What follows belongs to an exercise in optimizing a design on an open flow for small area, a short achievable clock period and few clock cycles per item; a production flow would make more cautious choices. Function was not checked in any run shown here: the RTL went through the layout flow alone. Power is estimated from default activity; no workload was simulated.

## config.mk

```make
export PLATFORM = sky130hd
export DESIGN_NAME = muldiv_seq
export DESIGN_NICKNAME = muldiv_seq
export VERILOG_FILES = /design/flow/design.v
export SDC_FILE = /design/flow/constraint.sdc
export NUM_CORES = 4
export LEC_CHECK = 0
export CAP_MARGIN = 20
export CORE_MARGIN = 2
export CORE_UTILIZATION = 40
export PLACE_DENSITY = 0.6
export SLEW_MARGIN = 20
```

## constraint.sdc

```tcl
create_clock -name core_clock -period 10.0 [get_ports {clock}]
set_input_delay 2.0000 -clock core_clock [delete_from_list [all_inputs] [get_ports {clock}]]
set_output_delay 2.0000 -clock core_clock [all_outputs]
set_load 0.01 [all_outputs]
```

## design.v

```verilog
package muldiv_pkg;
  typedef enum logic [2:0] {
    MD_MUL    = 3'b000,
    MD_MULH   = 3'b001,
    MD_MULHSU = 3'b010,
    MD_MULHU  = 3'b011,
    MD_DIV    = 3'b100,
    MD_DIVU   = 3'b101,
    MD_REM    = 3'b110,
    MD_REMU   = 3'b111
  } md_func_t;
  typedef enum logic [2:0] {
    ST_IDLE = 3'd0,
    ST_MUL  = 3'd1,
    ST_DIV  = 3'd2,
    ST_FIX  = 3'd3,
    ST_DONE = 3'd4
  } md_state_t;
  function automatic logic is_div(input md_func_t f);
    is_div = (f == muldiv_pkg::MD_DIV) || (f == muldiv_pkg::MD_DIVU) || (f == muldiv_pkg::MD_REM) || (f == muldiv_pkg::MD_REMU);
  endfunction
endpackage
module div_iter #(
  parameter int DWIDTH = 32
) (
  input  logic              clock,
  input  logic              reset,
  input  logic              load,
  input  logic [DWIDTH-1:0] dividend,
  input  logic [DWIDTH-1:0] divisor,
  output logic [DWIDTH-1:0] quotient,
  output logic [DWIDTH-1:0] remainder,
  output logic              last
);
  localparam int CW = $clog2(DWIDTH + 1);
  logic [DWIDTH-1:0] r_rem;
  logic [DWIDTH-1:0] r_quo;
  logic [DWIDTH-1:0] r_dvs;
  logic [CW-1:0]     r_cnt;
  logic [DWIDTH:0]   w_shift;
  logic [DWIDTH:0]   w_trial;
  assign w_shift = {r_rem, r_quo[DWIDTH-1]};
  assign w_trial = w_shift - {1'b0, r_dvs};
  always_ff @(posedge clock) begin
    if (reset) begin
      r_rem <= '0;
      r_quo <= '0;
      r_dvs <= '0;
      r_cnt <= '0;
    end else if (load) begin
      r_rem <= '0;
      r_quo <= dividend;
      r_dvs <= divisor;
      r_cnt <= CW'(DWIDTH);
    end else if (r_cnt != '0) begin
      if (!w_trial[DWIDTH]) begin
        r_rem <= w_trial[DWIDTH-1:0];
        r_quo <= {r_quo[DWIDTH-2:0], 1'b1};
      end else begin
        r_rem <= w_shift[DWIDTH-1:0];
        r_quo <= {r_quo[DWIDTH-2:0], 1'b0};
      end
      r_cnt <= r_cnt - CW'(1);
    end
  end
  assign quotient  = r_quo;
  assign remainder = r_rem;
  assign last      = (r_cnt == CW'(1));
endmodule
module muldiv_seq #(
  parameter int DWIDTH    = 32,
  parameter int FRAC_BITS = 29
) (
  input  logic              clock,
  input  logic              reset,
  input  logic              start,
  input  logic              kill,
  input  logic [2:0]        MDFunc,
  input  logic [DWIDTH-1:0] A,
  input  logic [DWIDTH-1:0] B,
  output logic [DWIDTH-1:0] MDOut,
  output logic              busy,
  output logic              done
);
  localparam int W = 46;   
  logic [31:0]  r_a;       
  logic [31:0]  r_b;       
  logic [2:0]   r_bx;      
  logic [2:0]   r_f;
  logic [2:0]   r_ff;      
  logic [23:0]  r_plo;     
  logic [W-1:0] r_s;       
  logic [W-1:0] r_c;       
  logic         r_cy;      
  logic         r_first;   
  logic [3:0]   r_one, r_two, r_neg;   
  logic [31:0]  r_out;
  logic         r_busy, r_done;
  logic         st_m, st_fin, st_dx, st_di;
  logic [4:0]   r_cnt;
  logic [5:0]   r_ca, r_cb;   
  logic         r_fa, r_fb;   
  logic         r_na, r_nb;   
  wire rk  = reset | kill;
  wire acc = start & ~r_busy & ~rk;
  wire        sgn_a = ~(r_f[1] & r_f[0]);
  wire        sgn_b = ~r_f[1];
  wire [34:0] ax    = {{3{sgn_a & r_a[31]}}, r_a};
  wire [34:0] ax2   = {ax[33:0], 1'b0};
  logic [W-1:0] pp [4];
  always_comb begin
    for (int t = 0; t < 4; t++) begin
      logic [34:0] m;
      m     = (({35{r_one[t]}} & ax) | ({35{r_two[t]}} & ax2)) ^ {35{r_neg[t]}};
      pp[t] = {{(W-35){m[34]}}, m} << (2*t);
    end
  end
  logic [W-1:0] kconst;
  always_comb begin
    kconst = '0;
    for (int j = 0; j < 4; j++) kconst[8*j+6] = r_b[8*j+7];
  end
  wire [W-1:0] x0 = pp[0];
  wire [W-1:0] x1 = pp[1] | {{(W-1){1'b0}}, r_neg[0]};
  wire [W-1:0] x2 = pp[2] | {{(W-3){1'b0}}, r_neg[1], 2'b0};
  wire [W-1:0] x3 = pp[3] | {{(W-5){1'b0}}, r_neg[2], 4'b0};
  wire [W-1:0] x4 = r_first ? kconst : {{8{r_s[W-1]}}, r_s[W-1:8]};
  wire [W-1:0] x5 = r_first ? '0     : {{8{r_c[W-1]}}, r_c[W-1:8]};
  wire [W-1:0] s1 = x0 ^ x1 ^ x2;
  wire [W-1:0] c1 = {((x0 & x1) | (x0 & x2) | (x1 & x2)), 1'b0};
  wire [W-1:0] s2 = x3 ^ x4 ^ x5;
  wire [W-1:0] c2 = {((x3 & x4) | (x3 & x5) | (x4 & x5)), 1'b0};
  wire [W-1:0] s3 = s1 ^ c1 ^ s2;
  wire [W-1:0] c3 = {((s1 & c1) | (s1 & s2) | (c1 & s2)), 1'b0};
  wire [W-1:0] ts = s3 ^ c3 ^ c2;
  wire [W-1:0] tc = {((s3 & c3) | (s3 & c2) | (c3 & c2)), 1'b0};
  wire [8:0]  chunk = r_first ? 9'd0 : ({1'b0, r_s[7:0]} + {1'b0, r_c[7:1], r_cy});
  wire [39:0] fin   = r_s[39:0] + {r_c[39:1], r_cy};
  wire        m_last    = st_m & (r_cnt == (sgn_b ? 5'd3 : 5'd4));
  wire        m_prelast = st_m & (r_cnt == (sgn_b ? 5'd2 : 5'd3));
  logic [31:0] mres;
  always_comb begin
    case (r_ff[1:0])
      2'd0:    mres = {fin[7:0], r_plo};
      2'd1:    mres = fin[FRAC_BITS-24 +: 32];
      default: mres = fin[31:0];
    endcase
  end
  wire [8:0] nbits = r_busy ? {r_b[15:8], r_b[7]} : {B[7:0], 1'b0};
  logic [3:0] e_one, e_two, e_neg;
  always_comb begin
    for (int t = 0; t < 4; t++) begin
      logic b2, b1, b0;
      b2 = nbits[2*t+2];
      b1 = nbits[2*t+1];
      b0 = nbits[2*t];
      e_one[t] = b1 ^ b0;
      e_two[t] = (b2 & ~b1 & ~b0) | (~b2 & b1 & b0);
      e_neg[t] = b2;
    end
  end
  function automatic logic [2:0] lz8(input logic [7:0] x);
    casez (x)
      8'b1???????: lz8 = 3'd0;
      8'b01??????: lz8 = 3'd1;
      8'b001?????: lz8 = 3'd2;
      8'b0001????: lz8 = 3'd3;
      8'b00001???: lz8 = 3'd4;
      8'b000001??: lz8 = 3'd5;
      8'b0000001?: lz8 = 3'd6;
      default:     lz8 = 3'd7;
    endcase
  endfunction
  function automatic logic [5:0] clz32(input logic [31:0] x);
    logic z3, z2, z1, z0;
    z3 = (x[31:24] == 8'd0);
    z2 = (x[23:16] == 8'd0);
    z1 = (x[15:8]  == 8'd0);
    z0 = (x[7:0]   == 8'd0);
    if (!z3)      clz32 = {3'b000, lz8(x[31:24])};
    else if (!z2) clz32 = {3'b001, lz8(x[23:16])};
    else if (!z1) clz32 = {3'b010, lz8(x[15:8])};
    else if (!z0) clz32 = {3'b011, lz8(x[7:0])};
    else          clz32 = 6'd32;
  endfunction
  function automatic logic ones_tail(input logic [31:0] x);
    ones_tail = &(x[31:1] | ~x[30:0]);
  endfunction
  wire in_sa = ~MDFunc[0] & A[31];
  wire in_sb = ~MDFunc[0] & B[31];
  wire [6:0]  sd      = {1'b0, r_cb} - {1'b0, r_ca} - {6'd0, r_fb} + {6'd0, r_fa};
  wire        dz      = r_cb[5] & ~r_nb;
  wire        dx_skip = st_dx & (sd[6] | dz);
  wire [31:0] ua      = r_na ? -r_a : r_a;
  wire [34:0] bx      = {{3{r_nb}}, r_b};
  wire [34:0] nbx     = (bx ^ {35{~r_nb}}) + {34'd0, ~r_nb};      
  wire [34:0] dalign  = {nbx[33:0], 1'b0} << {sd[4:1], 1'b0};     
  wire [35:0] rem = {4'b0000, r_a};
  wire [35:0] e0  = {r_bx[2], r_bx, r_b};
  wire [35:0] e1  = {e0[35], e0[35:1]};
  wire [35:0] tA  = rem + e0;
  wire [35:0] tB  = rem + e1;
  wire [35:0] u0  = rem ^ e0 ^ e1;
  wire [35:0] u1  = {((rem & e0) | (rem & e1) | (e0 & e1)), 1'b0};
  wire [35:0] tC  = u0 + u1;
  wire        q1  = ~tA[35];
  wire        q2  = q1 ? ~tC[35] : ~tB[35];
  logic [31:0] rem2;
  always_comb begin
    case ({q1, q2})
      2'b11:   rem2 = tC[31:0];
      2'b10:   rem2 = tA[31:0];
      2'b01:   rem2 = tB[31:0];
      default: rem2 = r_a;
    endcase
  end
  wire        di_last = st_di & (r_cnt == 5'd0);
  wire        isrem = r_ff[1];
  wire [31:0] dsel  = isrem ? r_a : r_c[31:0];
  wire        dng   = isrem ? r_na : (r_na ^ r_nb);
  wire [31:0] dneg  = (dsel ^ {32{dng}}) + {31'd0, dng};
  wire [31:0] dres  = (dz & ~isrem) ? 32'hFFFF_FFFF : dneg;
  wire fin_next = m_last | dx_skip | di_last;
  wire m_next   = (acc & ~MDFunc[2]) | (st_m & ~m_last);
  wire dx_next  = acc & MDFunc[2];
  wire di_next  = (st_dx & ~dx_skip) | (st_di & ~di_last);
  always_ff @(posedge clock) begin
    if (rk) begin
      st_m   <= 1'b0;
      st_dx  <= 1'b0;
      st_di  <= 1'b0;
      st_fin <= 1'b0;
      r_busy <= 1'b0;
      r_done <= 1'b0;
    end else begin
      st_m   <= m_next;
      st_dx  <= dx_next;
      st_di  <= di_next;
      st_fin <= fin_next;
      r_busy <= (m_next & ~m_prelast) | dx_next | di_next;
      r_done <= st_fin;
    end
  end
  always_ff @(posedge clock) begin
    if (!r_busy) begin
      r_a  <= A;
      r_b  <= B;
      r_f  <= MDFunc;
      r_ca <= clz32(A ^ {32{in_sa}});
      r_cb <= clz32(B ^ {32{in_sb}});
      r_fa <= in_sa & ones_tail(A);
      r_fb <= in_sb & ones_tail(B);
      r_na <= in_sa;
      r_nb <= in_sb;
    end else if (st_m) begin
      r_b <= {8'd0, r_b[31:8]};
    end else if (st_dx) begin
      r_a <= ua;
      {r_bx, r_b} <= dalign;
    end else if (st_di) begin
      r_a <= rem2;
      {r_bx, r_b} <= {r_bx[2], r_bx[2], r_bx, r_b[31:2]};
    end
    r_first <= ~r_busy;
    r_one   <= e_one;
    r_two   <= e_two;
    r_neg   <= e_neg;
    r_s <= ts;
    if (st_di)      r_c <= {r_c[W-3:0], q1, q2};
    else if (st_dx) r_c <= '0;
    else            r_c <= tc;
    if (st_m) begin
      r_cy  <= chunk[8];
      r_plo <= {chunk[7:0], r_plo[23:8]};
    end
    if (fin_next) r_ff <= r_f;
    if (!r_busy)     r_cnt <= 5'd0;
    else if (st_m)   r_cnt <= r_cnt + 5'd1;
    else if (st_dx)  r_cnt <= {1'b0, sd[4:1]};
    else if (st_di)  r_cnt <= r_cnt - 5'd1;
    r_out <= r_ff[2] ? dres : mres;
  end
  assign MDOut = r_out;
  assign busy  = r_busy;
  assign done  = r_done;
endmodule
```

## run.sh

```bash
#!/bin/bash
# synth_recipe.tcl (not shown) runs the flow's synth.tcl, then flattens the netlist and writes it again
# the make line also repeats each setting of config.mk as NAME=value (left out here)
make -C /OpenROAD-flow-scripts/flow DESIGN_CONFIG=/design/flow/config.mk WORK_HOME=/design/flow/orfs CLKGATE_MAP_FILE= SYNTH_SCRIPT=/design/flow/synth_recipe.tcl finish
```

==> results of run 1 <==
synth_stat cells, types with 16 or more instances:
master      n
ha_1      164
xor2_1    118
fa_1      186
a222oi_1   18
mux2i_1    76
and3_1     37
o21bai_1   21
o21a_1     18
o22ai_1    33
a31oi_1    61
buf_2      18
o211ai_1   45
buf_1      28
nor4_1     31
or3_1      40
nand2b_1   88
xnor2_1   268
or4_1      18
a21oi_1   224
or2_2      17
a211o_1    16
nor2_1    243
clkbuf_1  242
nand3_1   107
dfxtp_1   143
a21o_1     89
a221oi_1   26
nand4_1    46
inv_1     187
and2_1     23
a211oi_1   44
a22oi_1   157
edfxtp_1  114
o21ai_0   197
nor2b_1    52
a22o_1     44
o31ai_1    32
nand2_1   305
nor3_1     74
per-stage QoR:
step,hold WS (ns),std cells
4_1_cts,0.433,4892
3_5_place_dp,0.419,4830
6_report,0.433,4892
3_3_place_gp,0.409,4829
5_1_grt,0.456,4892
2_1_floorplan,0.400,3896
worst paths after layout:
check,from,end,depth (start not counted)
setup / recovery,r_b[2],r_a[0],22
hold / removal,r_f[2],r_ff[2],0
setup reg to reg,r_b[2],r_a[0],22
hold reg to reg,r_f[2],r_ff[2],0
report_power, final:
part	leakage (nW)	switching, mW	internal, mW	total (mW)
combinational	10.7	2.89	1.99	4.88
clock	0.550	0.544	0.743	1.29
sequential	2.37	0.345	1.39	1.74
worst max-delay path, cell delays in order (launching register included):
cell and delay, ns:
edfxtp_1 0.69, fa_1 0.61, ha_1 0.20, inv_1 0.07, fa_1 0.45, nor2b_1 0.19, o31a_1 0.20, a31oi_1 0.20
a211oi_1 0.58, o31ai_1 0.20, a21o_1 0.21, mux2i_2 0.14, buf_4 0.37, and2_1 0.21, nor2_1 0.05, ha_1 0.30
inv_1 0.06, buf_4 0.31, nor2_1 0.09, or3_1 0.31, nand4_1 0.12, buf_4 0.47, and2_1 0.22
sequential cells by signal, indices dropped and copies added (netlist names), 3 cells and up:
signal / count
r_two: 4
r_a: 32
r_ff: 3
r_s: 41
r_one: 4
r_c: 46
r_ca: 6
r_out: 32
r_neg: 4
r_cnt: 5
r_cb: 6
r_b: 32
r_plo: 24
r_f: 3
r_bx: 3
metal layers:
layer,wire [um],track usage,up-vias
li1,-,-,14100
met2,55600,0.468,1611
met4,8500,0.175,6
met3,9670,0.0384,374
met5,38,0,-
met1,50900,0.384,14800
cell families after synthesis:
kind of cell / count (synthesis)
AO/OA/AOI/OAI: 1192
AND/OR/NAND/NOR: 1139
adder cells (fa/ha/maj): 350
XOR/XNOR: 387
buffers and inverters: 480
multiplexers: 91
flip-flops: 257
final cells by class:
class	instances	area [um2]	area share
Clock inverter	14	128	0.00363
Multi-Input combinational cell	3159	24100	0.685
Sequential cell	257	6300	0.179
Tap cell	1050	1310	0.0374
Inverter	190	713	0.0203
Timing Repair Buffer	174	1590	0.0453
Clock buffer	48	1020	0.0290
==> results.json, run 1 <==
{
  "dp_hpwl_um": 95700,
  "layout_min_cycle_time_ns": 6.58,
  "start_util": 0.406,
  "cts.repair.resized": 0,
  "r2r_slack_ns": 3.42,
  "cts_sinks": 257,
  "worstSkewPairLatency_ns": 0.58,
  "yosys.area_share.simple": 0.177,
  "setup_tns_ns": 0,
  "cap_violations": 0,
  "relSlewSlack": 0.207,
  "total_power_mw": 7.90,
  "synth-compound-area-share": 0.255,
  "synth.area.top_cells": "fa_1 (12%), edfxtp_1 (11%), dfxtp_1 (8.9%)",
  "dieArea_um2": 82700,
  "synthDominantCellAreaShare": 0.116,
  "rsz0062_at_grt": "false",
  "crit_fanout": 31,
  "core_um2": 79300,
  "grt_max_degree": 135,
  "drt_first_pass_iters": 10,
  "drt-total-wl_um": 125000,
  "slew_violations": 0,
  "antenna_found_initial": 4,
  "diodes": 0,
  "final_nets": 4238,
  "final_cell_mix": "nand2_1 (305), xnor2_1 (267), nor2_1 (242), a21oi_1 (224), o21ai_0 (197)",
  "rows": 103,
  "post-cts-setup-buffers": 0,
  "vias": 31000,
  "synthXorXnorAreaFrac": 0.106,
  "wire_per_inst_um": 25.5,
  "htree_levels": 2,
  "grt_pass1_wl_um": 187000,
  "synth-adder-area-share": 0.180,
  "drt_iter0_drc": 3336,
  "layout_commonest_cell": "nand2_1",
  "grt.total_usage": 0.295,
  "fin_crit_sh": 0.658,
  "clock_skew_ns": 0.0264,
  "clock_path_buffers": 3,
  "cts_buffers": 35,
  "grt_pass1_vias": 29700,
  "io_pins": 105,
  "synth.yosys.warnings": 2,
  "cp-end-kind": "register",
  "synth_seq_cells": 257,
  "crit_required_ns": 10.27,
  "yosys.area.top_type": "fa_1",
  "leakage_nw": 13.6,
  "cts_tree": "done",
  "gp_congestion": 0.970,
  "async_flop_share": 0,
  "irDropWorstVdd_v": 0.000123,
  "critical_path_class": "register to register",
  "synth_area_um2": 32100,
  "ys_seq_area_frac": 0.196,
  "synth_edf_count": 114,
  "ant_nets": 0,
  "die_h_um": 287,
  "final_core_util": 0.443,
  "clk_pin_slew_worst_paths_ns": 0.06,
  "overflow": 0,
  "synthCells": 3896,
  "pre_cts_slack_ns": 3.54,
  "viasPerCell": 6.33,
  "tightest_slew_ns": 1.19,
  "final_area_um2": 35100,
  "post_dp_cell_area_um2": 34000,
  "hp-class": "register to register",
  "setup_viol": 0,
  "syn_avg_cell_area_um2": 8.25,
  "area.growth.synth_to_final_pct": 9.23,
  "nFillCells": 7901,
  "hold_viol": 0,
  "critPathLaunchType": "register",
  "synthMuxAreaShare": 0.0300,
  "drc": 0,
  "cp.arrival_ns": 6.85,
  "fmax_mhz": 152,
  "root_buffer": "clkbuf_16",
  "status": "finished clean",
  "cts_hold_buf": 0,
  "synthesis.nets": 4317,
  "setup_ws_ns": 3.42,
  "portBuffers": 104,
  "synth_flop_cell": "dfxtp_1",
  "power_density_nw_per_um2": 225,
  "synth_top_family_by_area": "compound AO/OA/AOI/OAI gates",
  "die-width_um": 287,
  "ys_types": 89,
  "drive_above_1_share": 0.0513
}
==> run 2, diff against run 1 <==
==> flow/run.sh (new file) <==
#!/bin/bash
# Standard ORFS layout, with timing repair aimed at a tighter target than the
# 10 ns constraint (the constraint itself is unchanged) and strong port buffers.
set -euo pipefail
bash standard.sh finish \
  "SETUP_SLACK_MARGIN=6.8" \
  "BUFFER_PORTS_ARGS=-buffer_cell sky130_fd_sc_hd__buf_4" \
  > standard_flow.log 2>&1
==> standard.sh (new file) <==
#!/bin/bash
# synth_recipe.tcl (not shown) runs the flow's synth.tcl, then flattens the netlist and writes it again
# the make line also repeats each setting of config.mk as NAME=value (left out here)
make -C /OpenROAD-flow-scripts/flow DESIGN_CONFIG=/design/flow/config.mk WORK_HOME=/design/flow/orfs CLKGATE_MAP_FILE= SYNTH_SCRIPT=/design/flow/synth_recipe.tcl "${@:-finish}"
removed: run.sh
==> run 2 against run 1 <==
Effect of this change:
- still clean on timing, DRC and antenna
- combinational power increased by about 20%
- clock skew down 0.0025 ns
- register-to-register slack improved by 1.6 ns
- count of clock-buffer cells in the layout fell by 6
- sequential share of layout area is 2.5 points lower
- via count increased by 7.8%
- critical path depth up 1
- global-route usage is 2.7 points higher
- largest power group unchanged
- highest routed layer is now met4
==> results.json, run 2 <==
{
  "status": "finished clean",
  "cap_violations": 0,
  "synth_edf_count": 114,
  "cts_buffers": 36,
  "rows": 103,
  "cts_tree": "done",
  "setup_viol": 0,
  "crit_fanout": 8,
  "synth.yosys.warnings": 2,
  "gp_congestion": 1.05,
  "irDropWorstVdd_v": 0.000107,
  "layout_commonest_cell": "buf_4",
  "final_cell_mix": "buf_4 (402), nand2_1 (288), xnor2_1 (242), nor2_1 (222), a21oi_1 (191)",
  "post_dp_cell_area_um2": 34000,
  "hold-path-cell-count": 0,
  "relSlewSlack": 0.189,
  "top_register": "r_c",
  "drt_iter0_drc": 4342,
  "die_h_um": 287,
  "syn_avg_cell_area_um2": 8.25,
  "path_delay_family": "adder cells",
  "grt.total_usage": 0.322,
  "hp-class": "register to register",
  "root_buffer": "clkbuf_16",
  "ys_types": 89,
  "min_from": "r_f[2]",
  "synth_flop_cell": "dfxtp_1",
  "clock_skew_ns": 0.0239,
  "die-width_um": 287,
  "seq_area_um2": 6310,
  "r2r_slack_ns": 5.05,
  "overflow": 0,
  "grt_pass1_wl_um": 202000,
  "synth.area.top_cells": "fa_1 (12%), edfxtp_1 (11%), dfxtp_1 (8.9%)",
  "crit-reg2reg-launch": "r_b[1]",
  "tightest_slew_ns": 1.21,
  "rsz0062_at_grt": "true",
  "min_delay_worst_endpoint": "r_ff[2]",
  "vias": 33400,
  "timing.critical_path.buf_inv": 7,
  "drt_first_pass_iters": 9,
  "portBuffers": 104,
  "final_nets": 4578,
  "synthCells": 3896,
  "wire_per_inst_um": 26.6,
  "power_density_nw_per_um2": 218,
  "slew_violations": 0,
  "viasPerCell": 6.38,
  "dp_hpwl_um": 95400,
  "async_flop_share": 0,
  "whs_ns": 0.429,
  "worstSkewPairLatency_ns": 0.59,
  "drive_above_1_share": 0.238,
  "layout_min_cycle_time_ns": 4.95,
  "antenna_found_initial": 1,
  "drc": 0,
  "grt_max_degree": 81,
  "clk_pin_slew_worst_paths_ns": 0.06,
  "nFillCells": 7320,
  "area.growth.synth_to_final_pct": 27.1,
  "start_util": 0.406,
  "clock_path_buffers": 3,
  "io_pins": 105,
  "ant_nets": 0,
  "critPathLaunchType": "register",
  "ys_seq_area_frac": 0.196,
  "setup_tns_ns": 0,
  "final_area_um2": 40900,
  "yosys.area.top_type": "fa_1",
  "total_power_mw": 8.93,
  "reg2reg_to": "r_a[18]",
  "synth_common_cells": "nand2_1 (305), xnor2_1 (268), nor2_1 (243)",
  "critical_path_class": "register to register",
  "largest_reg_flops": 46,
  "cts_hold_buf": 0,
  "htree_levels": 2,
  "synthesis.nets": 4317,
  "top_regs": "r_c (46), r_s (41)",
  "cts_sinks": 257,
  "synth_area_um2": 32100,
  "synthDominantCellAreaShare": 0.116,
  "cp-end-kind": "register",
  "worstRegToRegCells": 23,
  "drt-total-wl_um": 139000,
  "cp_slowest_cell": "fa_1",
  "hold_viol": 0,
  "cp.arrival_ns": 5.24,
  "leakage_nw": 16.4,
  "grt_pass1_vias": 31700,
  "cpPeakStageDelay_ns": 0.63,
  "crit_required_ns": 10.29,
  "synth_seq_cells": 257,
  "cp_cell_sequence": "fa_1, ha_4, inv_2, fa_2, nor2b_2, o31a_1, a31oi_4, a211oi_4, o31ai_4, a21o_1, mux2i_4, buf_6, and2_4, nor2_4, ha_4, buf_12, inv_16, nor2_4, or3_1, nand4_1, buf_6, buf_12, buf_16",
  "dieArea_um2": 82700,
  "multi_input_area_um2": 26400,
  "fin_crit_sh": 0.495,
  "core_um2": 79300,
  "fmax_mhz": 202,
  "synth.most_common_cell": "nand2_1"
}
-- run 2: worst max-delay path by stage --
stage	startpoint	end	slack, ns	cells after the start
after CTS	r_b[1]	r_a[22]	5.02	23
final	r_b[1]	r_a[18]	5.05	23
after detailed placement	r_b[12]	r_a[0]	3.47	20
after floorplan	r_a[1]	r_a[0]	4.58	21
after global placement	r_b[12]	r_a[0]	3.54	20
after global routing	r_a[1]	r_a[17]	4.89	23
-- run 2: per-stage QoR --
stage | utilization | worst slack (ns) | cells
floorplan | - | 4.58 | 3896
global placement | 0.428 | 3.54 | 4811
detailed placement | 0.428 | 3.47 | 4811
CTS | 0.494 | 5.02 | 5112
global route | 0.516 | 4.89 | 5234
finish | 0.516 | 5.05 | 5235
-- run 2: routing by layer --
metal / up-vias / wire [um] / share of wire / track usage
met5: - / 0 / 0 / 0
met4: 0 / 9910 / 0.071 / 0.190
met3: 471 / 12500 / 0.090 / 0.0484
met2: 1921 / 61600 / 0.44 / 0.507
met1: 16200 / 55400 / 0.40 / 0.419
li1: 14800 / - / - / -
-- run 2: layout make-up --
type                            count  share of cell area
Antenna cell                        1           0.0000612
Clock buffer                       42              0.0239
Clock inverter                     23             0.00674
Inverter                          190              0.0184
Multi-Input combinational cell   3164               0.647
Sequential cell                   257               0.155
Tap cell                         1050              0.0322
Timing Repair Buffer              506               0.117
Timing Repair inverter              2            0.000796
-- run 2: cell families after synthesis --
group           count (synthesis)  share of synthesized area
mux                            91                     0.0300
simple gates                 1139                      0.177
xor+xnor                      387                      0.106
fa+ha+maj                     350                      0.180
buf+inv                       480                     0.0572
flops                         257                      0.196
compound gates               1192                      0.255
-- run 2: report_power, final --
part	switching, mW	leakage [nW]	total, mW	internal (mW)
Sequential	0.256	2.37	1.65	1.39
Combinational	3.39	13.4	5.86	2.47
Clock	0.580	0.597	1.41	0.834
Total	4.22	16.4	8.93	4.70
-- run 2: timing repair --
item	CTS	global route
hold endpoints to repair	0	0
resized for setup	400	176
endpoints found under the setup margin	167	180
cloned	22	2
pin swaps	140	122
buffers inserted	214	120
-- run 2: worst reg2reg max path, delay by kind of cell (launching register included) --
kind	cells	cell delay, ns
buffers and inverters	7	0.73
AO/OA/AOI/OAI	5	1.01
AND/OR/NAND/NOR	6	0.90
multiplexers	1	0.17
flip-flops	1	0.49
adder cells (fa/ha/maj)	4	1.36

## what the ideal ports hide
The results above use ideal ports. As a check the final layouts listed here were re-extracted and re-timed, cells and wires unchanged. Step 1 (the two cells are an assumption about what drives the block):
set clk [get_ports {clock}]
set_driving_cell -lib_cell sky130_fd_sc_hd__clkbuf_16 $clk
set_driving_cell -lib_cell sky130_fd_sc_hd__buf_2 [delete_from_list [all_inputs] $clk]
Step 2 moves the port delays by t, midway between the first and last clock arrival at a register: inputs arrive t later, outputs are due t later. That takes back most of the time a late clock gives input paths. Slacks: ideal / step 1 / step 2; pairs: ideal / step 1.
| run | t, ns | setup WS [ns] | worst setup path at the end |
|---|---|---|---|
| run 1 | 0.628 | 3.418 / 3.418 / 3.418 | register to register |
| run 2 | 0.647 | 5.049 / 5.049 / 5.049 | register to register |
After both steps setup and hold are still met in every run listed.
